This is an optimization exercise on Yosys and OpenROAD, whose aim is small area, a short achievable clock period and few clock cycles per item, not a production implementation. At most, simulation tests tie the RTL to the original design; equivalence was not proved. Function not checked in runs 1 and 2: the RTL went through the layout flow alone. Power figures rest on the tool's default switching activity, not on a simulated workload.

<file path="flow/config.mk">
export PLATFORM = sky130hd
export DESIGN_NAME = modred_top
export DESIGN_NICKNAME = modred_top
export VERILOG_FILES = /design/flow/design.v
export SDC_FILE = /design/flow/constraint.sdc
export NUM_CORES = 4
export LEC_CHECK = 0
export ABC_CLOCK_PERIOD_IN_PS = 3500
export CAP_MARGIN = 20
export CORE_MARGIN = 2
export CORE_UTILIZATION = 55
export PLACE_DENSITY = 0.65
export SLEW_MARGIN = 20
</file>
<file path="flow/constraint.sdc">
create_clock -name core_clock -period 10.0 [get_ports {clk_i}]
set_input_delay 2.0000 -clock core_clock [delete_from_list [all_inputs] [get_ports {clk_i}]]
set_output_delay 2.0000 -clock core_clock [all_outputs]
set_load 0.01 [all_outputs]
</file>
<file path="flow/design.v">
package modred_pkg;
  typedef logic [32-1:0] word_t;
  typedef enum logic {
    MOD_MERSENNE = 1'b0,   
    MOD_FERMAT   = 1'b1    
  } mod_kind_e;
endpackage
`timescale 1ns/1ns
module modred_shared_mem #(
  parameter int ROW_W = 4,
  parameter int NROWS = 64 / ROW_W,
  parameter int PTR_W = $clog2(NROWS),
  parameter int IO_ST = 0      
) (
  input  logic                          clk_i,
  input  logic [ROW_W-1:0]              tag_v_i,      
  input  logic [ROW_W-1:0][3:0]         tag_k_i,
  input  logic [ROW_W-1:0]              tag_kind_i,
  input  logic [ROW_W-1:0]              wr_en_i,      
  input  modred_pkg::word_t             wr_data_i,
  output logic [PTR_W-1:0]              ptr_o,
  output logic [ROW_W-1:0][32-1:0] last_row_o  
);
  localparam int FIRST_PLAIN = 6;
  logic [PTR_W-1:0]                    ptr_q;
  logic [ROW_W-1:0][32-1:0]    head_q;
  logic [ROW_W-1:0]                    head_v_q;
  logic [ROW_W-1:0][3:0]               head_k_q;
  logic [ROW_W-1:0]                    head_kind_q;
  logic [ROW_W-1:0][32-1:0]    red;
  logic [ROW_W-1:0][32-1:0]    row_q [FIRST_PLAIN:NROWS-1];
  always_ff @(posedge clk_i) begin
    ptr_q <= ptr_q + 1'b1;
  end
  for (genvar i = 0; i < ROW_W; i++) begin : g_word
    always_ff @(posedge clk_i) begin
      if (IO_ST == 0) begin
        head_q[i] <= wr_en_i[i] ? wr_data_i : row_q[NROWS-1][i];
      end else begin
        head_q[i] <= row_q[NROWS-1][i];
      end
      head_v_q[i]    <= tag_v_i[i];
      head_k_q[i]    <= tag_k_i[i];
      head_kind_q[i] <= tag_kind_i[i];
    end
    modred_engine u_red (
      .clk_i  (clk_i),
      .x_i    (head_q[i]),
      .v_i    (head_v_q[i]),
      .kc_i   (head_k_q[i]),
      .kind_i (head_kind_q[i]),
      .r_o    (red[i])
    );
  end
  always_ff @(posedge clk_i) begin
    row_q[FIRST_PLAIN] <= red;
    for (int s = FIRST_PLAIN + 1; s < NROWS; s++) begin
      row_q[s] <= row_q[s-1];
      if (s == IO_ST) begin
        for (int i = 0; i < ROW_W; i++) begin
          if (wr_en_i[i]) begin
            row_q[s][i] <= wr_data_i;
          end
        end
      end
    end
  end
  assign ptr_o      = ptr_q;
  assign last_row_o = (IO_ST == 0) ? row_q[NROWS-1] : row_q[(IO_ST == 0) ? NROWS-1 : IO_ST-1];
endmodule
`timescale 1ns/1ns
module modred_add #(
  parameter int W = 16
) (
  input  logic [W-1:0] a_i,
  input  logic [W-1:0] b_i,
  input  logic         ci_i,
  output logic [W-1:0] s_o,
  output logic         co_o
);
  localparam int L = $clog2(W);
  logic [L:0][W-1:0] g;
  logic [L:0][W-1:0] p;
  logic [W-1:0]      x;
  always_comb begin
    x    = a_i ^ b_i;
    g[0] = a_i & b_i;
    p[0] = x;
    g[0][0] = (a_i[0] & b_i[0]) | (x[0] & ci_i);
    for (int l = 0; l < L; l++) begin
      for (int i = 0; i < W; i++) begin
        if (((i >> l) & 1) == 1) begin
          g[l+1][i] = g[l][i] | (p[l][i] & g[l][((i >> l) << l) - 1]);
          p[l+1][i] = p[l][i] & p[l][((i >> l) << l) - 1];
        end else begin
          g[l+1][i] = g[l][i];
          p[l+1][i] = p[l][i];
        end
      end
    end
    s_o[0] = x[0] ^ ci_i;
    for (int i = 1; i < W; i++) begin
      s_o[i] = x[i] ^ g[L][i-1];
    end
    co_o = g[L][W-1];
  end
endmodule
module modred_engine (
  input  logic        clk_i,
  input  logic [31:0] x_i,
  input  logic        v_i,
  input  logic [3:0]  kc_i,
  input  logic        kind_i,
  output logic [31:0] r_o
);
  function automatic logic [2:0] a_shift(input logic [3:0] kc);
    case (kc)
      4'd3, 4'd6, 4'd12: a_shift = 3'd4;   
      4'd5, 4'd10:       a_shift = 3'd2;   
      4'd7, 4'd14:       a_shift = 3'd6;   
      4'd9:              a_shift = 3'd1;   
      4'd11:             a_shift = 3'd3;   
      4'd13:             a_shift = 3'd5;   
      4'd15:             a_shift = 3'd7;   
      default:           a_shift = 3'd0;   
    endcase
  endfunction
  function automatic logic [15:0] therm2(input logic [2:0] sh);
    for (int j = 0; j < 16; j++) begin
      therm2[j] = (j < 2 * sh);
    end
  endfunction
  logic        a_on;
  logic [2:0]  a_sh;
  logic [15:0] a_keep;
  logic [15:0] a_t1;
  logic [15:0] a_t2;
  logic [15:0] a_hi;
  logic [15:0] a_slo;
  logic        a_c16;
  assign a_on   = v_i && (kc_i != 4'd0);
  assign a_sh   = a_shift(kc_i);
  assign a_keep = a_on ? therm2(a_sh) : 16'hFFFF;
  assign a_t1   = a_sh[0] ? {2'b00, x_i[31:18]} : x_i[31:16];
  assign a_t2   = a_sh[1] ? {4'h0, a_t1[15:4]} : a_t1;
  assign a_hi   = a_on ? (a_sh[2] ? {8'h00, a_t2[15:8]} : a_t2) : 16'h0000;
  modred_add #(.W(16)) u_add_a (
    .a_i (x_i[15:0]),
    .b_i (a_hi),
    .ci_i(1'b0),
    .s_o (a_slo),
    .co_o(a_c16)
  );
  logic [15:0] s1_u;
  logic [15:0] s1_lo;
  logic        s1_c16;
  logic        s1_v;
  logic [3:0]  s1_kc;
  logic        s1_kind;
  always_ff @(posedge clk_i) begin
    s1_u    <= x_i[31:16] & a_keep;
    s1_lo   <= a_slo;
    s1_c16  <= a_c16;
    s1_v    <= v_i;
    s1_kc   <= kc_i;
    s1_kind <= kind_i;
  end
  logic        a2_on;
  logic [2:0]  a2_sh;
  logic [15:0] a2_keep;
  logic [15:0] a2_inc;
  logic        a2_c;
  assign a2_on   = s1_v && (s1_kc != 4'd0);
  assign a2_sh   = a_shift(s1_kc);
  assign a2_keep = a2_on ? therm2(a2_sh) : 16'hFFFF;
  logic        a2_co;
  modred_add #(.W(16)) u_inc_a (
    .a_i (s1_u),
    .b_i (16'd0),
    .ci_i(s1_c16),
    .s_o (a2_inc),
    .co_o(a2_co)
  );
  assign a2_c = a2_on && a2_inc[{a2_sh, 1'b0}];
  logic [31:0] s2_v;
  logic        s2_c;
  logic        s2_v_on;
  logic [3:0]  s2_kc;
  logic        s2_kind;
  always_ff @(posedge clk_i) begin
    s2_v    <= {a2_inc & a2_keep, s1_lo};
    s2_c    <= a2_c;
    s2_v_on <= s1_v;
    s2_kc   <= s1_kc;
    s2_kind <= s1_kind;
  end
  logic        b_on;
  logic [1:0]  b_sh;
  logic [5:0]  b_keep;
  logic [19:0] b_t1;
  logic [19:0] b_t2;
  logic [13:0] b_hi;
  logic [13:0] b_lo;
  logic [13:0] b_s;
  logic        b_co;
  logic        b_c;
  always_comb begin
    b_on = s2_v_on;
    case (s2_kc)
      4'd2, 4'd4: b_sh = 2'd0;   
      4'd5:       b_sh = 2'd1;   
      4'd3, 4'd6: b_sh = 2'd2;   
      4'd7:       b_sh = 2'd3;   
      default: begin
        b_sh = 2'd0;
        b_on = 1'b0;
      end
    endcase
    b_keep = b_on ? ~(6'h3F << {b_sh, 1'b0}) : 6'h3F;
    b_t1   = b_sh[0] ? {2'b00, s2_v[27:10]} : s2_v[27:8];
    b_t2   = b_sh[1] ? {4'h0, b_t1[19:4]} : b_t1;
    b_hi   = b_on ? b_t2[13:0] : 14'd0;
    b_lo   = {s2_v[13:8] & b_keep, s2_v[7:0]};
  end
  modred_add #(.W(14)) u_add_b (
    .a_i (b_lo),
    .b_i (b_hi),
    .ci_i(b_on & s2_c),
    .s_o (b_s),
    .co_o(b_co)
  );
  always_comb begin
    case (b_sh)
      2'd0: b_c = b_s[8];
      2'd1: b_c = b_s[10];
      2'd2: b_c = b_s[12];
      default: b_c = b_co;
    endcase
    b_c = b_on ? b_c : s2_c;
  end
  logic [31:0] s3_v;
  logic        s3_c;
  logic        s3_v_on;
  logic [3:0]  s3_kc;
  logic        s3_kind;
  always_ff @(posedge clk_i) begin
    s3_v    <= {s2_v[31:14] & {18{!b_on}}, b_s[13:8] & b_keep, b_s[7:0]};
    s3_c    <= b_c;
    s3_v_on <= s2_v_on;
    s3_kc   <= s2_kc;
    s3_kind <= s2_kind;
  end
  logic        c_on;
  logic        c_six;
  logic [5:0]  c_hi;
  logic [5:0]  c_lo;
  logic [5:0]  c_s;
  logic        c_co;
  logic [31:0] c_v;
  logic        c_c;
  assign c_six = (s3_kc == 4'd3);
  assign c_on  = s3_v_on && (s3_kc == 4'd2 || s3_kc == 4'd3);
  assign c_hi  = c_six ? s3_v[11:6] : {2'b00, s3_v[7:4]};
  assign c_lo  = c_six ? s3_v[5:0] : {2'b00, s3_v[3:0]};
  modred_add #(.W(6)) u_add_c (
    .a_i (c_lo),
    .b_i (c_hi),
    .ci_i(s3_c),
    .s_o (c_s),
    .co_o(c_co)
  );
  always_comb begin
    if (c_on) begin
      c_c = c_six ? c_co : c_s[4];
      c_v = c_six ? {26'd0, c_s} : {28'd0, c_s[3:0]};
    end else begin
      c_c = s3_c;
      c_v = s3_v;
    end
  end
  logic [3:0]  d_kc;
  logic [3:0]  d_sh;      
  logic [15:0] d_mask;
  logic [29:0] d_t1;
  logic [29:0] d_t2;
  logic [29:0] d_t3;
  logic [15:0] d_hi;
  always_comb begin
    d_kc   = s3_v_on ? s3_kc : 4'd0;
    d_sh   = d_kc - 4'd2;            
    for (int j = 0; j < 16; j++) begin
      d_mask[j] = (d_kc == 4'd0) || (j < d_kc);
    end
    d_t1 = d_sh[0] ? {1'b0, c_v[31:3]} : c_v[31:2];
    d_t2 = d_sh[1] ? {2'b00, d_t1[29:2]} : d_t1;
    d_t3 = d_sh[2] ? {4'h0, d_t2[29:4]} : d_t2;
    d_hi = d_sh[3] ? d_t3[23:8] : d_t3[15:0];
  end
  logic [15:0] d_lo;
  logic [15:0] d_loi;
  logic        d_loco;
  assign d_lo = c_v[15:0] & d_mask;
  modred_add #(.W(16)) u_inc_d (
    .a_i (d_lo),
    .b_i (16'd0),
    .ci_i(c_c),
    .s_o (d_loi),
    .co_o(d_loco)
  );
  logic [15:0] s4_hi;
  logic [16:0] s4_lo;    
  logic        s4_v_on;
  logic [3:0]  s4_kc;
  logic        s4_kind;
  always_ff @(posedge clk_i) begin
    s4_hi   <= d_hi;
    s4_lo   <= {d_loco, d_loi};
    s4_v_on <= s3_v_on;
    s4_kc   <= s3_kc;
    s4_kind <= s3_kind;
  end
  logic [17:0] d2_s;
  logic        d2_co;
  modred_add #(.W(18)) u_add_d (
    .a_i ({1'b0, s4_lo}),
    .b_i ({2'b00, s4_hi} ^ {18{s4_kind}}),
    .ci_i(s4_kind),
    .s_o (d2_s),
    .co_o(d2_co)
  );
  logic [31:0] s5_v;
  logic        s5_v_on;
  logic [3:0]  s5_kc;
  logic        s5_kind;
  always_ff @(posedge clk_i) begin
    s5_v    <= s4_v_on ? {14'd0, d2_s} : {s4_hi, s4_lo[15:0]};
    s5_v_on <= s4_v_on;
    s5_kc   <= s4_kc;
    s5_kind <= s4_kind;
  end
  logic [15:0] e_mask;
  logic [15:0] e_a;
  logic        e_all1;    
  logic        e_all1h;   
  logic        e_ink;     
  logic        e_inc;
  logic [15:0] e_y;
  logic        e_yco;
  always_comb begin
    for (int j = 0; j < 16; j++) begin
      e_mask[j] = (s5_kc == 4'd0) || (j < s5_kc);
    end
    e_a     = s5_v[15:0] & e_mask;
    e_all1h = &(s5_v[15:1] | ~e_mask[15:1]);
    e_all1  = e_all1h & s5_v[0];
    e_ink   = (s5_kc == 4'd0) ? s5_v[16] : s5_v[s5_kc];
    e_inc   = s5_kind ? s5_v[17] : e_ink;
  end
  modred_add #(.W(16)) u_inc_e (
    .a_i (e_a),
    .b_i (16'd0),
    .ci_i(e_inc),
    .s_o (e_y),
    .co_o(e_yco)
  );
  always_comb begin
    if (!s5_v_on) begin
      r_o = s5_v;
    end else if (s5_kind) begin
      r_o = s5_v[17] ? {15'd0, e_yco, e_y} : {15'd0, s5_v[16:0]};
    end else if (e_all1) begin
      r_o = {31'd0, e_inc};                  
    end else if (e_inc && e_all1h) begin
      r_o = 32'd0;                           
    end else begin
      r_o = {15'd0, e_yco, e_y};
    end
  end
endmodule
`timescale 1ns/1ns
module modred_apb_regs #(
  parameter int ROW_W = 4,
  parameter int NROWS = 64 / ROW_W,
  parameter int PTR_W = $clog2(NROWS),
  parameter int WRD_W = $clog2(ROW_W),
  parameter int IO_ST = 0
) (
  input  logic                             clk_i,
  input  logic                             rst_ni,
  input  logic                             psel_i,
  input  logic                             penable_i,
  input  logic                             pwrite_i,
  input  logic [11:0]                      paddr_i,
  input  modred_pkg::word_t                pwdata_i,
  output modred_pkg::word_t                prdata_o,
  output logic                             pready_o,
  output logic                             pslverr_o,
  input  logic [PTR_W-1:0]                 ptr_i,
  input  logic [ROW_W-1:0][32-1:0] last_row_i,
  output logic [ROW_W-1:0]                 tag_v_o,
  output logic [ROW_W-1:0][3:0]            tag_k_o,
  output logic [ROW_W-1:0]                 tag_kind_o,
  output logic [ROW_W-1:0]                 wr_en_o,
  output modred_pkg::word_t                wr_data_o
);
  localparam logic [1:0] REG_CFG   = 2'd0;
  localparam logic [1:0] REG_BASE  = 2'd1;
  localparam logic [1:0] REG_COUNT = 2'd2;
  localparam logic [1:0] REG_CTRL  = 2'd3;
  logic [4:0]            k_q     [0:1];
  logic                  kind_q  [0:1];
  logic [6-1:0] base_q  [0:1];
  logic [8:0]            count_q [0:1];
  logic [1:0]            busy_q;
  logic [1:0]            done_q;
  logic [PTR_W-1:0]      last_q  [0:1];
  logic                  mem_pend_q;
  logic                  mem_we_q;
  logic [PTR_W-1:0]      mem_row_q;
  logic [WRD_W-1:0]      mem_word_q;
  logic                  pready_q;
  logic                  pslverr_q;
  modred_pkg::word_t     prdata_q;
  logic        setup;
  logic        is_mem;
  logic        is_reg;
  logic        esel;
  logic [1:0]  rsel;
  logic [4:0]  wr_k;
  logic        cfg_ok;
  logic        reg_err;
  logic        reg_wr;
  logic [1:0]  start;
  modred_pkg::word_t reg_rdata;
  logic [1:0]  ending;      
  logic [1:0]  done_vis;
  assign setup  = psel_i & ~penable_i;
  assign is_mem = (paddr_i[11:10] == 2'b00);
  assign is_reg = (paddr_i[11:5] == 7'b0100000);
  assign esel   = paddr_i[4];
  assign rsel   = paddr_i[3:2];
  assign wr_k   = pwdata_i[4:0];
  assign cfg_ok = (wr_k >= 5'd2) && (wr_k <= 5'd16) &&
                  !(|pwdata_i[31:9]) && !(|pwdata_i[7:5]);
  always_comb begin
    reg_err = 1'b0;
    if (!is_reg) begin
      reg_err = 1'b1;
    end else if (pwrite_i && busy_q[esel]) begin
      reg_err = 1'b1;
    end else if (pwrite_i && rsel == REG_CFG && !cfg_ok) begin
      reg_err = 1'b1;
    end
  end
  assign reg_wr = setup && !is_mem && pwrite_i && !reg_err;
  always_comb begin
    for (int e = 0; e < 2; e++) begin
      start[e] = reg_wr && (rsel == REG_CTRL) && pwdata_i[0] && (esel == 1'(e));
    end
  end
  always_comb begin
    reg_rdata = '0;
    if (is_reg) begin
      case (rsel)
        REG_CFG:   reg_rdata = {23'd0, kind_q[esel], 3'd0, k_q[esel]};
        REG_BASE:  reg_rdata = {26'd0, base_q[esel]};
        REG_COUNT: reg_rdata = {23'd0, count_q[esel]};
        default:   reg_rdata = {30'd0, done_vis[esel], busy_q[esel] & ~ending[esel]};
      endcase
    end
  end
  logic [PTR_W-1:0] entry_row;
  logic [PTR_W-1:0] io_row;
  logic             hit;
  assign entry_row = ptr_i + 1'b1;
  assign io_row    = ptr_i + PTR_W'(NROWS + 1 - IO_ST);
  assign hit       = mem_pend_q && (mem_row_q == io_row);
  always_comb begin
    for (int i = 0; i < ROW_W; i++) begin
      wr_en_o[i] = hit && mem_we_q && (mem_word_q == WRD_W'(i));
    end
  end
  assign wr_data_o = pwdata_i;
  always_ff @(posedge clk_i or negedge rst_ni) begin
    if (!rst_ni) begin
      mem_pend_q <= 1'b0;
      mem_we_q   <= 1'b0;
      mem_row_q  <= '0;
      mem_word_q <= '0;
    end else begin
      if (setup) begin
        mem_pend_q <= is_mem;
        mem_we_q   <= pwrite_i;
        mem_row_q  <= paddr_i[6+1:2+WRD_W];
        mem_word_q <= paddr_i[1+WRD_W:2];
      end else if (hit) begin
        mem_pend_q <= 1'b0;
      end
    end
  end
  always_ff @(posedge clk_i) begin
    pready_q  <= setup ? !is_mem : hit;
    pslverr_q <= setup && !is_mem && reg_err;
    prdata_q  <= setup ? reg_rdata : last_row_i[mem_word_q];
  end
  assign prdata_o  = prdata_q;
  assign pready_o  = pready_q;
  assign pslverr_o = pslverr_q;
  logic [PTR_W-1:0] first_row;    
  assign first_row = ptr_i + 1'b1;
  function automatic logic [PTR_W-1:0] last_row_of(input logic [6-1:0] base,
                                                   input logic [8:0] count,
                                                   input logic [PTR_W-1:0] h);
    logic [6:0]       cnt;
    logic [6:0]       span;       
    logic [PTR_W-1:0] f;
    logic [PTR_W-1:0] l;
    logic             full;
    logic             inr;
    cnt  = (count > 9'd64) ? 7'd64 : count[6:0];
    span = (7'(base[WRD_W-1:0]) + cnt - 7'd1) >> WRD_W;
    full = span >= 7'(NROWS - 1);
    f    = base[6-1:WRD_W];
    l    = f + PTR_W'(span);
    inr  = 7'(PTR_W'(h - f)) <= span;
    if (full || (inr && h != f)) begin
      last_row_of = h - 1'b1;
    end else begin
      last_row_of = l;
    end
  endfunction
  always_ff @(posedge clk_i or negedge rst_ni) begin
    if (!rst_ni) begin
      busy_q <= '0;
      done_q <= '0;
      for (int e = 0; e < 2; e++) begin
        k_q[e]     <= '0;
        kind_q[e]  <= 1'b0;
        base_q[e]  <= '0;
        count_q[e] <= '0;
        last_q[e]  <= '0;
      end
    end else begin
      for (int e = 0; e < 2; e++) begin
        if (start[e]) begin
          busy_q[e] <= (count_q[e] != 9'd0);
          done_q[e] <= (count_q[e] == 9'd0);
          last_q[e] <= last_row_of(base_q[e], count_q[e], first_row);
        end else if (busy_q[e] && entry_row == last_q[e]) begin
          busy_q[e] <= 1'b0;
          done_q[e] <= 1'b1;
        end
        if (reg_wr && esel == 1'(e)) begin
          case (rsel)
            REG_CFG: begin
              k_q[e]    <= wr_k;
              kind_q[e] <= pwdata_i[8];
            end
            REG_BASE:  base_q[e]  <= pwdata_i[6-1:0];
            REG_COUNT: count_q[e] <= pwdata_i[8:0];
            default: begin
            end
          endcase
        end
      end
    end
  end
  always_comb begin
    for (int e = 0; e < 2; e++) begin
      ending[e]   = busy_q[e] && (last_q[e] == entry_row || last_q[e] == PTR_W'(entry_row + 1'b1));
      done_vis[e] = done_q[e] || ending[e];
    end
  end
  logic [ROW_W-1:0] pre_in0_q;
  logic [ROW_W-1:0] pre_in1_q;
  always_ff @(posedge clk_i) begin
    logic [6-1:0] w;
    for (int i = 0; i < ROW_W; i++) begin
      w = {PTR_W'(ptr_i + 2'd2), WRD_W'(i)};
      pre_in0_q[i] <= (count_q[0][8:6] != 3'd0) ||
                      (6'(w - base_q[0]) < count_q[0][5:0]);
      pre_in1_q[i] <= (count_q[1][8:6] != 3'd0) ||
                      (6'(w - base_q[1]) < count_q[1][5:0]);
    end
  end
  always_comb begin
    logic in0;
    logic in1;
    for (int i = 0; i < ROW_W; i++) begin
      in0 = (busy_q[0] || start[0]) && pre_in0_q[i];
      in1 = (busy_q[1] || start[1]) && pre_in1_q[i];
      tag_v_o[i]    = in0 || in1;
      tag_k_o[i]    = in0 ? k_q[0][3:0] : k_q[1][3:0];
      tag_kind_o[i] = in0 ? kind_q[0] : kind_q[1];
    end
  end
endmodule
`timescale 1ns/1ns
module modred_top (
  input  logic              clk_i,
  input  logic              rst_ni,
  input  logic              psel_i,
  input  logic              penable_i,
  input  logic              pwrite_i,
  input  logic [11:0]       paddr_i,
  input  modred_pkg::word_t pwdata_i,
  output modred_pkg::word_t prdata_o,
  output logic              pready_o,
  output logic              pslverr_o
);
  localparam int ROW_W = 4;
  localparam int NROWS = 64 / ROW_W;
  localparam int PTR_W = $clog2(NROWS);
  localparam int IO_ST = 0;
  logic [PTR_W-1:0]                 ptr;
  logic [ROW_W-1:0][32-1:0] last_row;
  logic [ROW_W-1:0]                 tag_v;
  logic [ROW_W-1:0][3:0]            tag_k;
  logic [ROW_W-1:0]                 tag_kind;
  logic [ROW_W-1:0]                 wr_en;
  modred_pkg::word_t                wr_data;
  modred_apb_regs #(
    .ROW_W (ROW_W),
    .NROWS (NROWS),
    .IO_ST (IO_ST)
  ) u_regs (
    .clk_i      (clk_i),
    .rst_ni     (rst_ni),
    .psel_i     (psel_i),
    .penable_i  (penable_i),
    .pwrite_i   (pwrite_i),
    .paddr_i    (paddr_i),
    .pwdata_i   (pwdata_i),
    .prdata_o   (prdata_o),
    .pready_o   (pready_o),
    .pslverr_o  (pslverr_o),
    .ptr_i      (ptr),
    .last_row_i (last_row),
    .tag_v_o    (tag_v),
    .tag_k_o    (tag_k),
    .tag_kind_o (tag_kind),
    .wr_en_o    (wr_en),
    .wr_data_o  (wr_data)
  );
  modred_shared_mem #(
    .ROW_W (ROW_W),
    .NROWS (NROWS),
    .IO_ST (IO_ST)
  ) u_mem (
    .clk_i      (clk_i),
    .tag_v_i    (tag_v),
    .tag_k_i    (tag_k),
    .tag_kind_i (tag_kind),
    .wr_en_i    (wr_en),
    .wr_data_i  (wr_data),
    .ptr_o      (ptr),
    .last_row_o (last_row)
  );
endmodule
</file>
<file path="flow/run.sh">
#!/bin/bash
# synth_recipe.tcl (not shown) runs the flow's synth.tcl, then flattens the netlist and writes it again
# the make line also repeats each setting of config.mk as NAME=value (left out here)
make -C /OpenROAD-flow-scripts/flow DESIGN_CONFIG=/design/flow/config.mk WORK_HOME=/design/flow/orfs CLKGATE_MAP_FILE= SYNTH_SCRIPT=/design/flow/synth_recipe.tcl finish
</file>
==> results of run 1 <==
-- how the worst max path moves through the flow --
stage	startpoint	end	slack [ns]
after detailed placement	pwdata_i[11]	u_mem.head_k_q[0]	4.06
after floorplan	u_mem.g_word[1].u_red.s3_kc[1]	u_mem.g_word[1].u_red.s4_lo[14]	4.77
after CTS	u_mem.g_word[1].u_red.s3_kc[0]	u_mem.g_word[1].u_red.s4_lo[14]	4.46
final	u_mem.g_word[1].u_red.s3_kc[0]	u_mem.g_word[1].u_red.s4_lo[14]	4.44
after global routing	u_mem.g_word[1].u_red.s3_kc[0]	u_mem.g_word[1].u_red.s4_lo[14]	4.07
after global placement	pwdata_i[11]	u_mem.head_k_q[2]	4.08
-- logic make-up (layout without fill, tap and decap cells) --
logic type | Yosys count | after routing
fa+ha+maj | 419 | 419
buf+inv | 567 | 788
compound gates | 1326 | 1326
xor+xnor | 373 | 373
mux | 617 | 617
other cells | 0 | 3
flops | 2340 | 2340
simple gates | 1852 | 1852
-- sequential cells by signal (all words and copies together) (netlist names), 18 cells and up --
signal and cells:
u_mem.g_word.u_red.s4_lo 68, u_mem.g_word.u_red.s5_v 128, u_regs.prdata_q 32, u_mem.g_word.u_red.s1_u 64, u_mem.g_word.u_red.s3_v 128, u_mem.g_word.u_red.s1_lo 64, u_regs.count_q 18, u_mem.row_q 1280
u_mem.g_word.u_red.s4_hi 64, u_mem.head_q 128, u_mem.g_word.u_red.s2_v 128
-- critical path: stages (launching register included) --
cell                       delay [ns]
sky130_fd_sc_hd__dfxtp_1         0.70
sky130_fd_sc_hd__nor4bb_1        0.36
sky130_fd_sc_hd__buf_4           0.22
sky130_fd_sc_hd__mux2i_1         0.23
sky130_fd_sc_hd__fa_1            0.19
sky130_fd_sc_hd__inv_1           0.05
sky130_fd_sc_hd__fa_1            0.38
sky130_fd_sc_hd__a21o_1          0.19
sky130_fd_sc_hd__a21o_1          0.19
sky130_fd_sc_hd__fa_1            0.51
sky130_fd_sc_hd__o221ai_1        0.12
sky130_fd_sc_hd__o21ai_0         0.14
sky130_fd_sc_hd__ha_1            0.20
sky130_fd_sc_hd__ha_1            0.16
sky130_fd_sc_hd__o311ai_0        0.13
sky130_fd_sc_hd__a211oi_1        0.47
sky130_fd_sc_hd__nand3_1         0.18
sky130_fd_sc_hd__or4_4           0.58
sky130_fd_sc_hd__nor2_1          0.12
sky130_fd_sc_hd__mux2_1          0.32
-- per-layer routing --
| metal | global-route usage, % | up-vias | part of all wire, % |
|---|---|---|---|
| met4 | 8.44 | 8 | 2.9 |
| met2 | 39.9 | 1561 | 43 |
| met5 | 0 | - | 0.029 |
| met3 | 4.48 | 349 | 6.3 |
| li1 | - | 26000 | - |
| met1 | 38.7 | 25800 | 48 |
-- area by class of cell --
class | instances | share of cell area (%)
well taps | 2030 | 2.69
clock inverters | 109 | 1.90
clock buffers | 294 | 6.59
flip-flops and latches | 2340 | 49.9
repair buffers | 132 | 1.26
inverters | 253 | 1.01
multi-input cells | 4587 | 36.6
diodes | 3 | 0.00795
-- where the power goes --
group,switching (uW),internal [uW]
sequential,140,9540
combinational,240,162
clock,3630,5250
total,4010,15000
-- cell usage after synthesis (all sizes together), types with 33 or more instances --
| library cell | instances | area share, % |
|---|---|---|
| nor2b | 254 | 1.9 |
| a21oi | 291 | 1.7 |
| xnor2 | 193 | 2.0 |
| mux2 | 265 | 3.6 |
| a21o | 61 | 0.55 |
| inv | 247 | 1.1 |
| a211oi | 73 | 0.66 |
| dfxtp | 2278 | 54 |
| clkbuf | 249 | 1.1 |
| fa | 82 | 2.0 |
| xor2 | 178 | 1.9 |
| a31oi | 57 | 0.44 |
| dfrtp | 62 | 1.9 |
| nand2 | 496 | 2.2 |
| mux4 | 67 | 1.8 |
| and3 | 39 | 0.29 |
| mux2i | 285 | 3.4 |
| o21ai | 342 | 2.1 |
| buf | 65 | 0.36 |
| nand2b | 62 | 0.46 |
| o22ai | 105 | 0.78 |
| and2 | 205 | 1.5 |
| nor3 | 105 | 0.64 |
| ha | 337 | 5.0 |
| or3 | 42 | 0.33 |
| nor2 | 379 | 1.7 |
| nand3 | 92 | 0.55 |
| or2 | 33 | 0.25 |
| o21a | 53 | 0.47 |
| a21boi | 42 | 0.38 |
| o211ai | 47 | 0.42 |
-- stage by stage --
stage	util, %	hold WS [ns]
2_1_floorplan	-	0.310
3_3_place_gp	57.0	0.312
3_5_place_dp	57.0	0.312
4_1_cts	62.3	0.279
5_1_grt	62.3	0.281
6_report	62.3	0.276
==> metrics.csv, run 1 <==
metric,value,unit
status,no timing/DRC/antenna violations,
maximum number of pins on one net before global-route repair,63,
area occupied by multi-input gates,34600,um2
combined area of all synthesized cells,83800,um2
number of distinct library cell variants in the gate-level netlist after synthesis,103,
Die Span X,394,um
"Clk pin slew, worst setup/hold paths",0.06,ns
path depth of the worst reg2reg path,19,
PostCTS Resize Cnt,0,
"Hold-fix buffers, CTS",0,
sequential cell area,47200,um2
Core Region,152000,um2
"synthesized-area fraction occupied by ao, oa, aoi and oai cells",10.2,%
synthesized netlist cell count,7494,
Critical Path AT,6.29,ns
chip height,394,um
number of endpoints with negative hold slack in the final report,0,
CTS tree,built,
wire length of the first global-routing pass,319,mm
total setup buffers inserted after CTS,0,
Max Fanout on Critical Path,19,
Clock Sinks,2340,
Synth Area in Adders,6.99,%
Post-Synth XOR/XNOR Area,3.95,%
remaining antenna violation count,0,
number of antenna violations at the first check in global routing,22,
fraction of layout instances using a drive strength above 1,11.0,%
crit path time final,5.56,ns
detailed router's first-iteration violation count,4817,
Crit Reg-Reg Endpoint,u_mem.g_word[1].u_red.s4_lo[14],
setup-violating endpoint count in the final report,0,
"Net Count, Synth",7962,
total wire length,208,mm
register-to-register setup slack,4.44,ns
placed cell areas,86400,um2
Hold Path Cell Cnt,0,
Min-Delay Startpoint,u_mem.row_q[11][29],
buffers added on ports,80,
TritonCTS Buffers,219,
vias after detailed routing,53800,
dpl ws,4.06,ns
number of max-slew violations in the final report,0,
Hold Crit Endpoint,u_mem.row_q[12][29],
number of top-level design ports,83,
Most used DFF post-synth,sky130_fd_sc_hd__dfxtp_1,
number of iterations in the first detailed-routing pass,6,
Leakage Power,0.0398,uW
GRT Residual Overflow,0,
FF-to-FF Start,u_mem.g_word[1].u_red.s3_kc[0],
initial core utilization,55.3,%
"leading cell types in the layout, fill and taps excluded","sky130_fd_sc_hd__dfxtp_1 (2276), sky130_fd_sc_hd__nand2_1 (495), sky130_fd_sc_hd__nor2_1 (378)",
row count,143,
DRC violations left,0,
Max Freq,0.180,GHz
kind of end point of the critical path,flip-flop,
critical path launch point type,flip-flop,
largest family of logic cells by synthesized area,simple AND/OR/NAND/NOR gates,
number of vias per cell,5.52,
unrepaired setup endpoints after global routing,false,
number of H-tree levels,4,
largest buffer count on any clock path,3,
tightest slew margin relative to the limit,29.6,%
"non-filler cells, final",9748,
Worst Max-Slew Pin Slew,1.04,ns
via count of the first global-routing pass,52700,
number of register bits inferred by synthesis,2340,
portion of the post-synthesis area used by sequential elements,56.3,%
Final Total Pwr,19000,uW
Die ar.,156000,um2
class of the tightest hold or removal check,reg2reg,
Peak VDD IR,0.220,mV
synthesized area per cell,11.2,um2
insertion delay of the later-clocked pin in the worst-skew pair,0.85,ns
count of max-cap constraint violations,0,
Final Wtd Congestion,0.899,
summed negative setup slack over all endpoints,0,ns
estimated wirelength of the detail-placed design,152,mm
finished layout cell area,94500,um2
Setup WS post-layout,4.44,ns
number of fill cells in the layout,12100,
number of enable-type register cells in the synthesized netlist,0,
root cell of the clock tree,sky130_fd_sc_hd__clkbuf_16,
Layout Nets,8001,
ys async rst share,2.65,%
placed insts,9341,
Overall Global Routing Usage,26.5,%
Yosys Warn Count,13,
detail-routed net length per standard cell,21.4,um
Worst Clk Skew,0.0590,ns
layout-stage area growth over the synthesis result,12.7,%
critical path data required time,10.72,ns
critical path class,reg2reg,
Post-Synth Simple-Gate Area,11.2,%
"leading cell type in the layout, fill and taps excluded",sky130_fd_sc_hd__dfxtp_1,
power per unit of standard cell area,201,nW/um2
part of the cycle the worst path needs,55.6,%
fraction of synthesized area in multiplexers,8.78,%
==> run 2: changes to the inputs <==
--- a/flow/design.v
+++ b/flow/design.v
@@ -508,25 +508,31 @@
   assign pslverr_o = pslverr_q;
   logic [PTR_W-1:0] first_row;    
   assign first_row = ptr_i + 1'b1;
-  function automatic logic [PTR_W-1:0] last_row_of(input logic [6-1:0] base,
-                                                   input logic [8:0] count,
+  logic [PTR_W-1:0] rf    [0:1];
+  logic [PTR_W:0]   rspan [0:1];
+  logic [WRD_W-1:0] fb    [0:1];
+  logic [WRD_W-1:0] lw    [0:1];
+  always_comb begin
+    logic [6:0] cnt;
+    logic [6:0] endw;
+    for (int e = 0; e < 2; e++) begin
+      cnt      = (count_q[e][8:6] != 3'd0) ? 7'd64 : {1'b0, count_q[e][5:0]};
+      endw     = 7'(base_q[e][WRD_W-1:0]) + cnt - 7'd1;
+      rf[e]    = base_q[e][6-1:WRD_W];
+      fb[e]    = base_q[e][WRD_W-1:0];
+      lw[e]    = endw[WRD_W-1:0];
+      rspan[e] = endw[WRD_W+PTR_W:WRD_W];
+    end
+  end
+  function automatic logic [PTR_W-1:0] last_row_of(input logic [PTR_W-1:0] f,
+                                                   input logic [PTR_W:0] span,
                                                    input logic [PTR_W-1:0] h);
-    logic [6:0]       cnt;
-    logic [6:0]       span;       
-    logic [PTR_W-1:0] f;
-    logic [PTR_W-1:0] l;
-    logic             full;
-    logic             inr;
-    cnt  = (count > 9'd64) ? 7'd64 : count[6:0];
-    span = (7'(base[WRD_W-1:0]) + cnt - 7'd1) >> WRD_W;
-    full = span >= 7'(NROWS - 1);
-    f    = base[6-1:WRD_W];
-    l    = f + PTR_W'(span);
-    inr  = 7'(PTR_W'(h - f)) <= span;
-    if (full || (inr && h != f)) begin
+    logic [PTR_W-1:0] off;
+    off = h - f;
+    if (span >= (PTR_W+1)'(NROWS - 1) || ((PTR_W+1)'(off) <= span && off != '0)) begin
       last_row_of = h - 1'b1;
     end else begin
-      last_row_of = l;
+      last_row_of = f + PTR_W'(span);
     end
   endfunction
   always_ff @(posedge clk_i or negedge rst_ni) begin
@@ -545,7 +551,7 @@
         if (start[e]) begin
           busy_q[e] <= (count_q[e] != 9'd0);
           done_q[e] <= (count_q[e] == 9'd0);
-          last_q[e] <= last_row_of(base_q[e], count_q[e], first_row);
+          last_q[e] <= last_row_of(rf[e], rspan[e], first_row);
         end else if (busy_q[e] && entry_row == last_q[e]) begin
           busy_q[e] <= 1'b0;
           done_q[e] <= 1'b1;
@@ -573,16 +579,35 @@
   end
   logic [ROW_W-1:0] pre_in0_q;
   logic [ROW_W-1:0] pre_in1_q;
-  always_ff @(posedge clk_i) begin
-    logic [6-1:0] w;
-    for (int i = 0; i < ROW_W; i++) begin
-      w = {PTR_W'(ptr_i + 2'd2), WRD_W'(i)};
-      pre_in0_q[i] <= (count_q[0][8:6] != 3'd0) ||
-                      (6'(w - base_q[0]) < count_q[0][5:0]);
-      pre_in1_q[i] <= (count_q[1][8:6] != 3'd0) ||
-                      (6'(w - base_q[1]) < count_q[1][5:0]);
+  logic [ROW_W-1:0] pre_in_d [0:1];
+  always_comb begin
+    logic [PTR_W-1:0] roff;
+    logic             in_rows;
+    logic             is_first;
+    logic             is_last;
+    for (int e = 0; e < 2; e++) begin
+      roff     = PTR_W'(ptr_i + 2'd2) - rf[e];
+      in_rows  = (PTR_W+1)'(roff) <= rspan[e];
+      is_first = (roff == '0);
+      is_last  = ((PTR_W+1)'(roff) == rspan[e]);
+      if (count_q[e] == 9'd0) begin
+        pre_in_d[e] = '0;
+      end else if (rspan[e] == (PTR_W+1)'(NROWS)) begin
+        for (int i = 0; i < ROW_W; i++) begin
+          pre_in_d[e][i] = !is_first || (WRD_W'(i) >= fb[e]) || (WRD_W'(i) <= lw[e]);
+        end
+      end else begin
+        for (int i = 0; i < ROW_W; i++) begin
+          pre_in_d[e][i] = in_rows && (!is_first || WRD_W'(i) >= fb[e]) &&
+                           (!is_last || WRD_W'(i) <= lw[e]);
+        end
+      end
     end
   end
+  always_ff @(posedge clk_i) begin
+    pre_in0_q <= pre_in_d[0];
+    pre_in1_q <= pre_in_d[1];
+  end
   always_comb begin
     logic in0;
     logic in1;
==> flow/config.mk (replaced) <==
export PLATFORM = sky130hd
export DESIGN_NAME = modred_top
export DESIGN_NICKNAME = modred_top
export VERILOG_FILES = /design/flow/design.v
export SDC_FILE = /design/flow/constraint.sdc
export NUM_CORES = 4
export LEC_CHECK = 0
export ABC_CLOCK_PERIOD_IN_PS = 3000
export CAP_MARGIN = 20
export CORE_MARGIN = 2
export CORE_UTILIZATION = 60
export CTS_CLUSTER_SIZE = 30
export PLACE_DENSITY = 0.7
export SLEW_MARGIN = 20
==> metrics.csv, run 2 <==
metric,value,unit
"leading cell type in the layout, fill and taps excluded",sky130_fd_sc_hd__dfxtp_1,
power per unit of standard cell area,196,nW/um2
Yosys top cell area share,55.5,%
detail-routed net length per standard cell,21.8,um
maximum number of pins on one net before global-route repair,63,
ys async rst share,2.65,%
Overall Global Routing Usage,28.7,%
Peak VDD IR,0.188,mV
number of top-level design ports,83,
Worst Clk Skew,0.0290,ns
Post-synth top cells,"sky130_fd_sc_hd__dfxtp_1 (2278), sky130_fd_sc_hd__nand2_1 (495), sky130_fd_sc_hd__nor2_1 (371), sky130_fd_sc_hd__ha_1 (300), sky130_fd_sc_hd__o21ai_0 (295)",
number of flip-flops in the largest register,1280,
crit path time final,5.65,ns
Hold Crit Endpoint,u_mem.row_q[15][99],
Crit Reg-Reg Endpoint,u_mem.g_word[0].u_red.s4_lo[15],
insertion delay of the later-clocked pin in the worst-skew pair,0.85,ns
status,no timing/DRC/antenna violations,
synthesized area per cell,11.3,um2
critical path class,reg2reg,
class of the tightest hold or removal check,reg2reg,
Critical Path AT,6.36,ns
tightest slew margin relative to the limit,29.5,%
wire length of the first global-routing pass,307,mm
Worst Max-Slew Pin Slew,1.06,ns
cell types occupying the most area after synthesis,"sky130_fd_sc_hd__dfxtp_1 (55%), sky130_fd_sc_hd__ha_1 (4.6%), sky130_fd_sc_hd__mux2_2 (3.9%)",
path depth of the worst reg2reg path,20,
Core Region,136000,um2
root cell of the clock tree,sky130_fd_sc_hd__clkbuf_16,
Die ar.,140000,um2
"non-filler cells, final",9279,
Die Span X,374,um
kind of end point of the critical path,flip-flop,
TritonCTS Buffers,211,
Clock Sinks,2340,
"leading cell types in the layout, fill and taps excluded","sky130_fd_sc_hd__dfxtp_1 (2276), sky130_fd_sc_hd__nand2_1 (495), sky130_fd_sc_hd__nor2_1 (371)",
portion of the post-synthesis area used by sequential elements,57.4,%
register-to-register setup slack,4.35,ns
layout-stage area growth over the synthesis result,12.0,%
synthesized netlist cell count,7266,
number of iterations in the first detailed-routing pass,6,
row count,135,
most flop-heavy register,u_mem.row_q,
critical path data required time,10.71,ns
PostCTS Resize Cnt,0,
number of enable-type register cells in the synthesized netlist,0,
DRC violations left,0,
unrepaired setup endpoints after global routing,false,
FF-to-FF Start,u_mem.g_word[0].u_red.s3_kc[0],
critical path launch point type,flip-flop,
Leakage Power,0.0390,uW
initial core utilization,60.6,%
combined area of all synthesized cells,82200,um2
chip height,374,um
setup-violating endpoint count in the final report,0,
number of antenna violations at the first check in global routing,34,
number of endpoints with negative hold slack in the final report,0,
CTS tree,built,
total setup buffers inserted after CTS,0,
end-of-flow core utilization,67.8,%
number of distinct library cell variants in the gate-level netlist after synthesis,101,
vias after detailed routing,52500,
total wire length,202,mm
leading area contributor after synthesis,sky130_fd_sc_hd__dfxtp_1,
number of vias per cell,5.66,
Min-Delay Startpoint,u_mem.row_q[14][99],
Final Wtd Congestion,0.921,
remaining antenna violation count,0,
"Hold-fix buffers, CTS",0,
Max Fanout on Critical Path,19,
GRT Residual Overflow,0,
count of max-cap constraint violations,0,
placed insts,8877,
summed negative setup slack over all endpoints,0,ns
via count of the first global-routing pass,50600,
Max Freq,0.177,GHz
"Net Count, Synth",7695,
Yosys Warn Count,18,
Hold Path Cell Cnt,0,
fraction of layout instances using a drive strength above 1,11.3,%
most common cell in the netlist,sky130_fd_sc_hd__dfxtp_1,
number of max-slew violations in the final report,0,
buffers added on ports,80,
number of register bits inferred by synthesis,2340,
Layout Nets,7738,
estimated wirelength of the detail-placed design,146,mm
part of the cycle the worst path needs,56.5,%
detailed router's first-iteration violation count,4719,
Most used DFF post-synth,sky130_fd_sc_hd__dfxtp_1,
"Clk pin slew, worst setup/hold paths",0.07,ns
largest buffer count on any clock path,3,
number of H-tree levels,4,
[run 2: worst max-delay path by stage]
stage                                         from                               to  slack (ns)  cells after the start
finish              u_mem.g_word[0].u_red.s3_kc[0]  u_mem.g_word[0].u_red.s4_lo[15]        4.35                     20
CTS                 u_mem.g_word[0].u_red.s3_kc[0]  u_mem.g_word[0].u_red.s4_lo[15]        4.32                     20
global placement                      pwdata_i[10]                u_mem.head_k_q[7]        4.38                      8
floorplan           u_mem.g_word[0].u_red.s3_kc[1]  u_mem.g_word[0].u_red.s4_lo[15]        4.98                     21
detailed placement  u_mem.g_word[0].u_red.s3_kc[0]  u_mem.g_word[0].u_red.s4_lo[15]        4.36                     20
global route        u_mem.g_word[0].u_red.s3_kc[0]  u_mem.g_word[0].u_red.s4_lo[15]        3.99                     20
[run 2: report_power, final]
part | internal [uW] | switching [uW] | total [uW]
clock network | 4910 | 3510 | 8430
logic | 75.5 | 115 | 191
registers | 9370 | 33.0 | 9410
total | 14400 | 3660 | 18000
[run 2: area by class of cell]
cell class | instances | area [um2]
diodes | 12 | 30.0
clock inverters | 107 | 1420
well taps | 1781 | 2230
clock buffers | 283 | 6030
flip-flops and latches | 2340 | 47200
repair buffers | 128 | 1160
inverters | 241 | 905
multi-input cells | 4387 | 33100
fillers | 9998 | 43600
[run 2: layer usage]
layer / vias to the layer above / global-route usage (%) / wire (um)
li1: 25100 / - / -
met1: 25300 / 41.1 / 93800
met2: 1713 / 43.5 / 88100
met3: 348 / 6.16 / 14300
met4: 20 / 8.89 / 5920
met5: - / 0.549 / 229
[run 2: logic make-up (layout without fill, tap and decap cells)]
family / count (synthesis) / in the layout / share of synthesized area, %
flip-flops: 2340 / 2340 / 57.4
AND/OR/NAND/NOR: 1829 / 1829 / 11.2
AO/OA/AOI/OAI: 1179 / 1179 / 9.12
multiplexers: 643 / 643 / 9.43
buffers and inverters: 539 / 759 / 2.51
adder cells (fa/ha/maj): 381 / 381 / 6.53
XOR/XNOR: 355 / 355 / 3.79
other: 0 / 12 / 0
[run 2: worst max-delay path, cell delays in order (launching register included)]
cell and delay (ns):
sky130_fd_sc_hd__dfxtp_1 0.77, sky130_fd_sc_hd__nor4bb_1 0.37, sky130_fd_sc_hd__buf_4 0.22, sky130_fd_sc_hd__mux2i_1 0.24
sky130_fd_sc_hd__fa_1 0.19, sky130_fd_sc_hd__inv_1 0.05, sky130_fd_sc_hd__fa_1 0.40, sky130_fd_sc_hd__a21o_1 0.17
sky130_fd_sc_hd__a21o_1 0.20, sky130_fd_sc_hd__fa_1 0.51, sky130_fd_sc_hd__o221ai_1 0.13, sky130_fd_sc_hd__o21ai_0 0.11
sky130_fd_sc_hd__ha_1 0.18, sky130_fd_sc_hd__ha_1 0.17, sky130_fd_sc_hd__o311ai_0 0.15, sky130_fd_sc_hd__a211oi_2 0.26
sky130_fd_sc_hd__nand3_2 0.21, sky130_fd_sc_hd__nor4_4 0.41, sky130_fd_sc_hd__nand4_1 0.18, sky130_fd_sc_hd__or3_1 0.44
sky130_fd_sc_hd__xor2_1 0.18
[run 2: metrics by stage]
stage / area, um2 / hold WS (ns) / worst slack (ns) / total power (uW)
after floorplan: 82200 / 0.310 / 4.98 / 9700
after global placement: 84500 / 0.310 / 4.38 / 9790
after detailed placement: 84500 / 0.312 / 4.36 / 9800
after CTS: 92000 / 0.312 / 4.32 / 18200
after global routing: 92000 / 0.314 / 3.99 / 18600
final: 92000 / 0.314 / 4.35 / 18000
==> run 3: changes to the inputs <==
--- a/flow/design.v
+++ b/flow/design.v
@@ -254,25 +254,18 @@
   logic        c_six;
   logic [5:0]  c_hi;
   logic [5:0]  c_lo;
-  logic [5:0]  c_s;
-  logic        c_co;
+  logic [6:0]  c_sum;
   logic [31:0] c_v;
   logic        c_c;
-  assign c_six = (s3_kc == 4'd3);
-  assign c_on  = s3_v_on && (s3_kc == 4'd2 || s3_kc == 4'd3);
-  assign c_hi  = c_six ? s3_v[11:6] : {2'b00, s3_v[7:4]};
-  assign c_lo  = c_six ? s3_v[5:0] : {2'b00, s3_v[3:0]};
-  modred_add #(.W(6)) u_add_c (
-    .a_i (c_lo),
-    .b_i (c_hi),
-    .ci_i(s3_c),
-    .s_o (c_s),
-    .co_o(c_co)
-  );
   always_comb begin
+    c_six = (s3_kc == 4'd3);
+    c_on  = s3_v_on && (s3_kc == 4'd2 || s3_kc == 4'd3);
+    c_hi  = c_six ? s3_v[11:6] : {2'b00, s3_v[7:4]};
+    c_lo  = c_six ? s3_v[5:0] : {2'b00, s3_v[3:0]};
+    c_sum = {1'b0, c_lo} + {1'b0, c_hi} + {6'd0, s3_c};
     if (c_on) begin
-      c_c = c_six ? c_co : c_s[4];
-      c_v = c_six ? {26'd0, c_s} : {28'd0, c_s[3:0]};
+      c_c = c_six ? c_sum[6] : c_sum[4];
+      c_v = c_six ? {26'd0, c_sum[5:0]} : {28'd0, c_sum[3:0]};
     end else begin
       c_c = s3_c;
       c_v = s3_v;
@@ -340,40 +333,29 @@
   end
   logic [15:0] e_mask;
   logic [15:0] e_a;
-  logic        e_all1;    
-  logic        e_all1h;   
+  logic        e_all1;
   logic        e_ink;     
   logic        e_inc;
-  logic [15:0] e_y;
-  logic        e_yco;
+  logic [16:0] e_y;
   always_comb begin
     for (int j = 0; j < 16; j++) begin
       e_mask[j] = (s5_kc == 4'd0) || (j < s5_kc);
     end
-    e_a     = s5_v[15:0] & e_mask;
-    e_all1h = &(s5_v[15:1] | ~e_mask[15:1]);
-    e_all1  = e_all1h & s5_v[0];
-    e_ink   = (s5_kc == 4'd0) ? s5_v[16] : s5_v[s5_kc];
-    e_inc   = s5_kind ? s5_v[17] : e_ink;
-  end
-  modred_add #(.W(16)) u_inc_e (
-    .a_i (e_a),
-    .b_i (16'd0),
-    .ci_i(e_inc),
-    .s_o (e_y),
-    .co_o(e_yco)
-  );
-  always_comb begin
+    e_a    = s5_v[15:0] & e_mask;
+    e_all1 = &(s5_v[15:0] | ~e_mask);
+    e_ink  = (s5_kc == 4'd0) ? s5_v[16] : s5_v[s5_kc];
+    e_inc  = s5_kind ? s5_v[17] : e_ink;
+    e_y    = {1'b0, e_a} + {16'd0, e_inc};
     if (!s5_v_on) begin
       r_o = s5_v;
     end else if (s5_kind) begin
-      r_o = s5_v[17] ? {15'd0, e_yco, e_y} : {15'd0, s5_v[16:0]};
-    end else if (e_all1) begin
-      r_o = {31'd0, e_inc};                  
-    end else if (e_inc && e_all1h) begin
+      r_o = s5_v[17] ? {15'd0, e_y} : {15'd0, s5_v[16:0]};
+    end else if (e_all1 && e_inc) begin
+      r_o = 32'd1;                           
+    end else if (e_all1 || (e_inc && e_y[15:0] == e_mask)) begin
       r_o = 32'd0;                           
     end else begin
-      r_o = {15'd0, e_yco, e_y};
+      r_o = {15'd0, e_y};
     end
   end
 endmodule
@@ -432,8 +414,6 @@
   logic        reg_wr;
   logic [1:0]  start;
   modred_pkg::word_t reg_rdata;
-  logic [1:0]  ending;      
-  logic [1:0]  done_vis;
   assign setup  = psel_i & ~penable_i;
   assign is_mem = (paddr_i[11:10] == 2'b00);
   assign is_reg = (paddr_i[11:5] == 7'b0100000);
@@ -465,7 +445,7 @@
         REG_CFG:   reg_rdata = {23'd0, kind_q[esel], 3'd0, k_q[esel]};
         REG_BASE:  reg_rdata = {26'd0, base_q[esel]};
         REG_COUNT: reg_rdata = {23'd0, count_q[esel]};
-        default:   reg_rdata = {30'd0, done_vis[esel], busy_q[esel] & ~ending[esel]};
+        default:   reg_rdata = {30'd0, done_q[esel], busy_q[esel]};
       endcase
     end
   end
@@ -487,52 +467,51 @@
       mem_we_q   <= 1'b0;
       mem_row_q  <= '0;
       mem_word_q <= '0;
+      pready_q   <= 1'b0;
+      pslverr_q  <= 1'b0;
+      prdata_q   <= '0;
     end else begin
       if (setup) begin
         mem_pend_q <= is_mem;
         mem_we_q   <= pwrite_i;
         mem_row_q  <= paddr_i[6+1:2+WRD_W];
         mem_word_q <= paddr_i[1+WRD_W:2];
+        pready_q   <= !is_mem;
+        pslverr_q  <= !is_mem && reg_err;
+        prdata_q   <= pwrite_i ? '0 : reg_rdata;
       end else if (hit) begin
         mem_pend_q <= 1'b0;
+        pready_q   <= 1'b1;
+        if (!mem_we_q) begin
+          prdata_q <= last_row_i[mem_word_q];
+        end
       end
     end
   end
-  always_ff @(posedge clk_i) begin
-    pready_q  <= setup ? !is_mem : hit;
-    pslverr_q <= setup && !is_mem && reg_err;
-    prdata_q  <= setup ? reg_rdata : last_row_i[mem_word_q];
-  end
   assign prdata_o  = prdata_q;
   assign pready_o  = pready_q;
   assign pslverr_o = pslverr_q;
   logic [PTR_W-1:0] first_row;    
-  assign first_row = ptr_i + 1'b1;
-  logic [PTR_W-1:0] rf    [0:1];
-  logic [PTR_W:0]   rspan [0:1];
-  logic [WRD_W-1:0] fb    [0:1];
-  logic [WRD_W-1:0] lw    [0:1];
-  always_comb begin
-    logic [6:0] cnt;
-    logic [6:0] endw;
-    for (int e = 0; e < 2; e++) begin
-      cnt      = (count_q[e][8:6] != 3'd0) ? 7'd64 : {1'b0, count_q[e][5:0]};
-      endw     = 7'(base_q[e][WRD_W-1:0]) + cnt - 7'd1;
-      rf[e]    = base_q[e][6-1:WRD_W];
-      fb[e]    = base_q[e][WRD_W-1:0];
-      lw[e]    = endw[WRD_W-1:0];
-      rspan[e] = endw[WRD_W+PTR_W:WRD_W];
-    end
-  end
-  function automatic logic [PTR_W-1:0] last_row_of(input logic [PTR_W-1:0] f,
-                                                   input logic [PTR_W:0] span,
+  assign first_row = ptr_i + 2'd2;
+  function automatic logic [PTR_W-1:0] last_row_of(input logic [6-1:0] base,
+                                                   input logic [8:0] count,
                                                    input logic [PTR_W-1:0] h);
-    logic [PTR_W-1:0] off;
-    off = h - f;
-    if (span >= (PTR_W+1)'(NROWS - 1) || ((PTR_W+1)'(off) <= span && off != '0)) begin
+    logic [6:0]       cnt;
+    logic [6:0]       span;       
+    logic [PTR_W-1:0] f;
+    logic [PTR_W-1:0] l;
+    logic             full;
+    logic             inr;
+    cnt  = (count > 9'd64) ? 7'd64 : count[6:0];
+    span = (7'(base[WRD_W-1:0]) + cnt - 7'd1) >> WRD_W;
+    full = span >= 7'(NROWS - 1);
+    f    = base[6-1:WRD_W];
+    l    = f + PTR_W'(span);
+    inr  = 7'(PTR_W'(h - f)) <= span;
+    if (full || (inr && h != f)) begin
       last_row_of = h - 1'b1;
     end else begin
-      last_row_of = f + PTR_W'(span);
+      last_row_of = l;
     end
   endfunction
   always_ff @(posedge clk_i or negedge rst_ni) begin
@@ -551,7 +530,7 @@
         if (start[e]) begin
           busy_q[e] <= (count_q[e] != 9'd0);
           done_q[e] <= (count_q[e] == 9'd0);
-          last_q[e] <= last_row_of(rf[e], rspan[e], first_row);
+          last_q[e] <= last_row_of(base_q[e], count_q[e], first_row);
         end else if (busy_q[e] && entry_row == last_q[e]) begin
           busy_q[e] <= 1'b0;
           done_q[e] <= 1'b1;
@@ -572,48 +551,17 @@
     end
   end
   always_comb begin
-    for (int e = 0; e < 2; e++) begin
-      ending[e]   = busy_q[e] && (last_q[e] == entry_row || last_q[e] == PTR_W'(entry_row + 1'b1));
-      done_vis[e] = done_q[e] || ending[e];
-    end
-  end
-  logic [ROW_W-1:0] pre_in0_q;
-  logic [ROW_W-1:0] pre_in1_q;
-  logic [ROW_W-1:0] pre_in_d [0:1];
-  always_comb begin
-    logic [PTR_W-1:0] roff;
-    logic             in_rows;
-    logic             is_first;
-    logic             is_last;
-    for (int e = 0; e < 2; e++) begin
-      roff     = PTR_W'(ptr_i + 2'd2) - rf[e];
-      in_rows  = (PTR_W+1)'(roff) <= rspan[e];
-      is_first = (roff == '0);
-      is_last  = ((PTR_W+1)'(roff) == rspan[e]);
-      if (count_q[e] == 9'd0) begin
-        pre_in_d[e] = '0;
-      end else if (rspan[e] == (PTR_W+1)'(NROWS)) begin
-        for (int i = 0; i < ROW_W; i++) begin
-          pre_in_d[e][i] = !is_first || (WRD_W'(i) >= fb[e]) || (WRD_W'(i) <= lw[e]);
-        end
-      end else begin
-        for (int i = 0; i < ROW_W; i++) begin
-          pre_in_d[e][i] = in_rows && (!is_first || WRD_W'(i) >= fb[e]) &&
-                           (!is_last || WRD_W'(i) <= lw[e]);
-        end
-      end
-    end
-  end
-  always_ff @(posedge clk_i) begin
-    pre_in0_q <= pre_in_d[0];
-    pre_in1_q <= pre_in_d[1];
-  end
-  always_comb begin
-    logic in0;
-    logic in1;
+    logic [6-1:0] w;
+    logic [6-1:0] d0;
+    logic [6-1:0] d1;
+    logic                  in0;
+    logic                  in1;
     for (int i = 0; i < ROW_W; i++) begin
-      in0 = (busy_q[0] || start[0]) && pre_in0_q[i];
-      in1 = (busy_q[1] || start[1]) && pre_in1_q[i];
+      w   = {entry_row, WRD_W'(i)};
+      d0  = w - base_q[0];
+      d1  = w - base_q[1];
+      in0 = busy_q[0] && ((count_q[0][8:6] != 3'd0) || (d0 < count_q[0][5:0]));
+      in1 = busy_q[1] && ((count_q[1][8:6] != 3'd0) || (d1 < count_q[1][5:0]));
       tag_v_o[i]    = in0 || in1;
       tag_k_o[i]    = in0 ? k_q[0][3:0] : k_q[1][3:0];
       tag_kind_o[i] = in0 ? kind_q[0] : kind_q[1];
==> flow/config.mk (replaced) <==
export PLATFORM = sky130hd
export DESIGN_NAME = modred_top
export DESIGN_NICKNAME = modred_top
export VERILOG_FILES = /design/flow/design.v
export SDC_FILE = /design/flow/constraint.sdc
export NUM_CORES = 4
export LEC_CHECK = 0
export CAP_MARGIN = 20
export CORE_MARGIN = 2
export CORE_UTILIZATION = 55
export CTS_BUF_LIST = sky130_fd_sc_hd__clkbuf_8
export PLACE_DENSITY = 0.65
export SLEW_MARGIN = 20
==> metrics.csv, run 3 <==
metric,value,unit
Overall Global Routing Usage,27.5,%
cell types occupying the most area after synthesis,"sky130_fd_sc_hd__dfxtp_1 (53%), sky130_fd_sc_hd__ha_1 (4.9%), sky130_fd_sc_hd__mux2_2 (3.6%)",
synthesized area per cell,11.0,um2
number of vias per cell,5.56,
number of top-level design ports,83,
Min-Delay Startpoint,u_mem.row_q[11][113],
insertion delay of the later-clocked pin in the worst-skew pair,1.00,ns
crit path time final,6.37,ns
net switching power figure,3670,uW
most flop-heavy register,u_mem.row_q,
Peak VDD IR,0.155,mV
Worst Clk Skew,0.0607,ns
kind of end point of the critical path,flip-flop,
row count,144,
synthesized netlist cell count,7714,
Max Freq,0.157,GHz
Setup WS post-layout,3.63,ns
Power Internal,13900,uW
total setup buffers inserted after CTS,0,
TritonCTS Buffers,364,
portion of the post-synthesis area used by sequential elements,55.5,%
initial core utilization,55.3,%
critical path launch point type,flip-flop,
Most used DFF post-synth,sky130_fd_sc_hd__dfxtp_1,
Die ar.,158000,um2
Crit path largest cell delay,0.89,ns
Leakage Power,0.0410,uW
part of the cycle the worst path needs,63.7,%
number of distinct library cell variants in the gate-level netlist after synthesis,110,
Core Region,154000,um2
share of power burned in combinational logic,1.4,%
crit path launch,u_mem.g_word[0].u_red.s5_kc[0],
ys async rst share,4.12,%
Layout Nets,8334,
grt met3 use,6.20,%
buffers added on ports,80,
Yosys Warn Count,12,
placed cell areas,87600,um2
fraction of layout instances using a drive strength above 1,12.7,%
"Clk pin slew, worst setup/hold paths",0.06,ns
Yosys top cell area share,52.6,%
vias after detailed routing,56700,
chip height,397,um
dominant delay contributor by cell family on the critical path,compound AO/OA/AOI/OAI gates,
buffers and inverters on the worst path,2,
Final Wtd Congestion,0.917,
grt met1 use,39.1,%
status,no timing/DRC/antenna violations,
path depth of the worst reg2reg path,16,
"leading cell types in the layout, fill and taps excluded","sky130_fd_sc_hd__dfxtp_1 (2233), sky130_fd_sc_hd__nand2_1 (564), sky130_fd_sc_hd__clkbuf_8 (459)",
setup-violating endpoint count in the final report,0,
critical path data required time,10.85,ns
maximum number of pins on one net before global-route repair,51,
capture point of the critical path,u_mem.row_q[6][7],
dpl ws,3.73,ns
Post-synth top cells,"sky130_fd_sc_hd__dfxtp_1 (2236), sky130_fd_sc_hd__nand2_1 (564), sky130_fd_sc_hd__nor2_1 (395), sky130_fd_sc_hd__ha_1 (330), sky130_fd_sc_hd__a21oi_1 (304)",
detail-routed net length per standard cell,21.5,um
Sw Share,20.9,%
fraction of power consumed by sequential logic,53.4,%
largest buffer count on any clock path,4,
Crit Reg-Reg Endpoint,u_mem.row_q[6][7],
highest-delay cell along the critical path,sky130_fd_sc_hd__or4_1,
Clk pwr share,45.2,%
"leading cell type in the layout, fill and taps excluded",sky130_fd_sc_hd__dfxtp_1,
met2 track demand over resource in global routing,41.5,%
number of H-tree levels,5,
summed negative setup slack over all endpoints,0,ns
Clock Sinks,2332,
PostCTS Resize Cnt,0,
number of antenna violations at the first check in global routing,29,
number of flip-flops in the largest register,1280,
cells traversed along the worst timing path,or4_1 -> nor2_1 -> a2111oi_0 -> a311oi_1 -> inv_1 -> ha_1 -> ha_1 -> inv_1 -> maj3_1 -> a2bb2oi_1 -> or4_1 -> a2111oi_0 -> nand4_1 -> o31ai_2 -> nor2_1 -> a32o_1,
unrepaired setup endpoints after global routing,false,
root cell of the clock tree,sky130_fd_sc_hd__clkbuf_8,
Worst Max-Slew Pin Slew,1.12,ns
finished layout cell area,95000,um2
Critical Path AT,7.22,ns
register-to-register setup slack,3.63,ns
number of iterations in the first detailed-routing pass,10,
end-of-flow core utilization,61.8,%
total stage count of the critical path,16,
class of the tightest hold or removal check,reg2reg,
detailed router's first-iteration violation count,4409,
total wire length,219,mm
remaining antenna violation count,0,
CTS tree,built,
DRC violations left,0,
"Hold-fix buffers, CTS",0,
number of max-slew violations in the final report,0,
number of endpoints with negative hold slack in the final report,0,
most common cell in the netlist,sky130_fd_sc_hd__dfxtp_1,
number of register bits inferred by synthesis,2332,
estimated wirelength of the detail-placed design,160,mm
wire length of the first global-routing pass,333,mm
leading area contributor after synthesis,sky130_fd_sc_hd__dfxtp_1,
number of enable-type register cells in the synthesized netlist,0,
critical path class,reg2reg,
"Net Count, Synth",8167,
Die Span X,397,um
combined area of all synthesized cells,85000,um2
layout-stage area growth over the synthesis result,11.8,%
power per unit of standard cell area,185,nW/um2
GRT Residual Overflow,0,
count of max-cap constraint violations,0,
FF-to-FF Start,u_mem.g_word[0].u_red.s5_kc[0],
global routing's busiest layer,met2,
via count of the first global-routing pass,55700,
tightest slew margin relative to the limit,24.9,%
Max Fanout on Critical Path,20,
[run 3: power by group through the flow]
stage | combinational [uW] | sequential [uW] | clock [uW]
after detailed placement | 237 | 9600 | 0
after global placement | 236 | 9600 | 0
after CTS | 239 | 9400 | 8150
final | 242 | 9400 | 7960
after global routing | 259 | 9400 | 8560
after floorplan | 129 | 9590 | 0
[run 3: layer usage]
metal | routed length (um) | up-vias | part of all wire, %
li1 | - | 27100 | -
met1 | 101000 | 27200 | 46
met2 | 95200 | 1886 | 43
met3 | 16500 | 451 | 7.5
met4 | 6650 | 26 | 3.0
met5 | 205 | - | 0.093
[run 3: cell families after synthesis]
logic type | Yosys count | share of synthesized area [%]
mux | 625 | 8.67
buf+inv | 603 | 2.78
flops | 2332 | 55.5
xor+xnor | 387 | 3.99
simple gates | 1989 | 11.9
fa+ha+maj | 405 | 6.61
compound gates | 1373 | 10.6
[run 3: worst min path at each step]
stage / end / slack (ns) / cells after the start
6_report: u_mem.row_q[12][113] / 0.28 / 0
5_1_grt: u_mem.row_q[7][109] / 0.28 / 0
4_1_cts: u_mem.row_q[7][111] / 0.28 / 0
3_5_place_dp: u_mem.g_word[2].u_red.s2_v[9] / 0.31 / 0
3_3_place_gp: u_mem.row_q[13][121] / 0.31 / 0
2_1_floorplan: u_mem.g_word[0].u_red.s1_kind / 0.31 / 0
[run 3: area by class of cell]
cell class	count	area, um2
Multi-Input combinational cell	4779	35600
Inverter	255	957
Sequential cell	2332	47200
Timing Repair Buffer	149	1320
Clock inverter	161	1080
Fill cell	12600	58800
Clock buffer	459	6320
Tap cell	2044	2560
Antenna cell	9	22.5
[run 3: stage by stage]
| step | total power [uW] | std cells | hold slack [ns] |
|---|---|---|---|
| detailed placement | 9840 | 9558 | 0.312 |
| finish | 17600 | 10200 | 0.277 |
| global placement | 9840 | 9557 | 0.309 |
| floorplan | 9720 | 7714 | 0.310 |
| global route | 18200 | 10200 | 0.283 |
| CTS | 17800 | 10200 | 0.279 |
[run 3: worst reg2reg max path, delay by kind of cell, from the launching register on]
family                     cells  cell delay (ns)
AOI/OAI and AO/OA              6             2.49
and+or+nand+nor                5             2.08
adders and majority gates      3             0.92
DFF                            1             0.58
buffers and inverters          2             0.16
Testbench counts of run 3, summed over its fixed seeds: cycles 4,486, words 5,120.

-- re-timing with driven ports --
No port has a modelled driver above. Below, the same layouts with a new extraction and two added sets of constraints. Step 1 (the two cells are an assumption about what drives the block):
set clk [get_ports {clk_i}]
set_driving_cell -lib_cell sky130_fd_sc_hd__clkbuf_16 $clk
set_driving_cell -lib_cell sky130_fd_sc_hd__buf_2 [delete_from_list [all_inputs] $clk]
Step 2 moves the port delays by t, midway between the first and last clock arrival at a register: inputs arrive t later, outputs are due t later. That takes back most of the time a late clock gives input paths. Three values: ideal ports, drivers, drivers and shift; two values: the first two.
run	shift t [ns]	setup slack, ns	worst hold slack (ns)	worst slew at a driven data input, ns	pins driven straight from the clock port
run 1	0.896	4.436 / 4.436 / 3.968	0.276 / 0.276 / 0.276	0.11	1
run 2	0.905	4.350 / 4.350 / 4.095	0.314 / 0.314 / 0.314	0.17	1
run 3	1.045	3.632 / 3.632 / 3.632	0.277 / 0.277 / 0.277	0.17	1
After both steps every run listed still meets setup and hold. The setup slack of run 1, which loses most, moves by 0.000 ns with the drivers and by -0.468 ns with both steps.
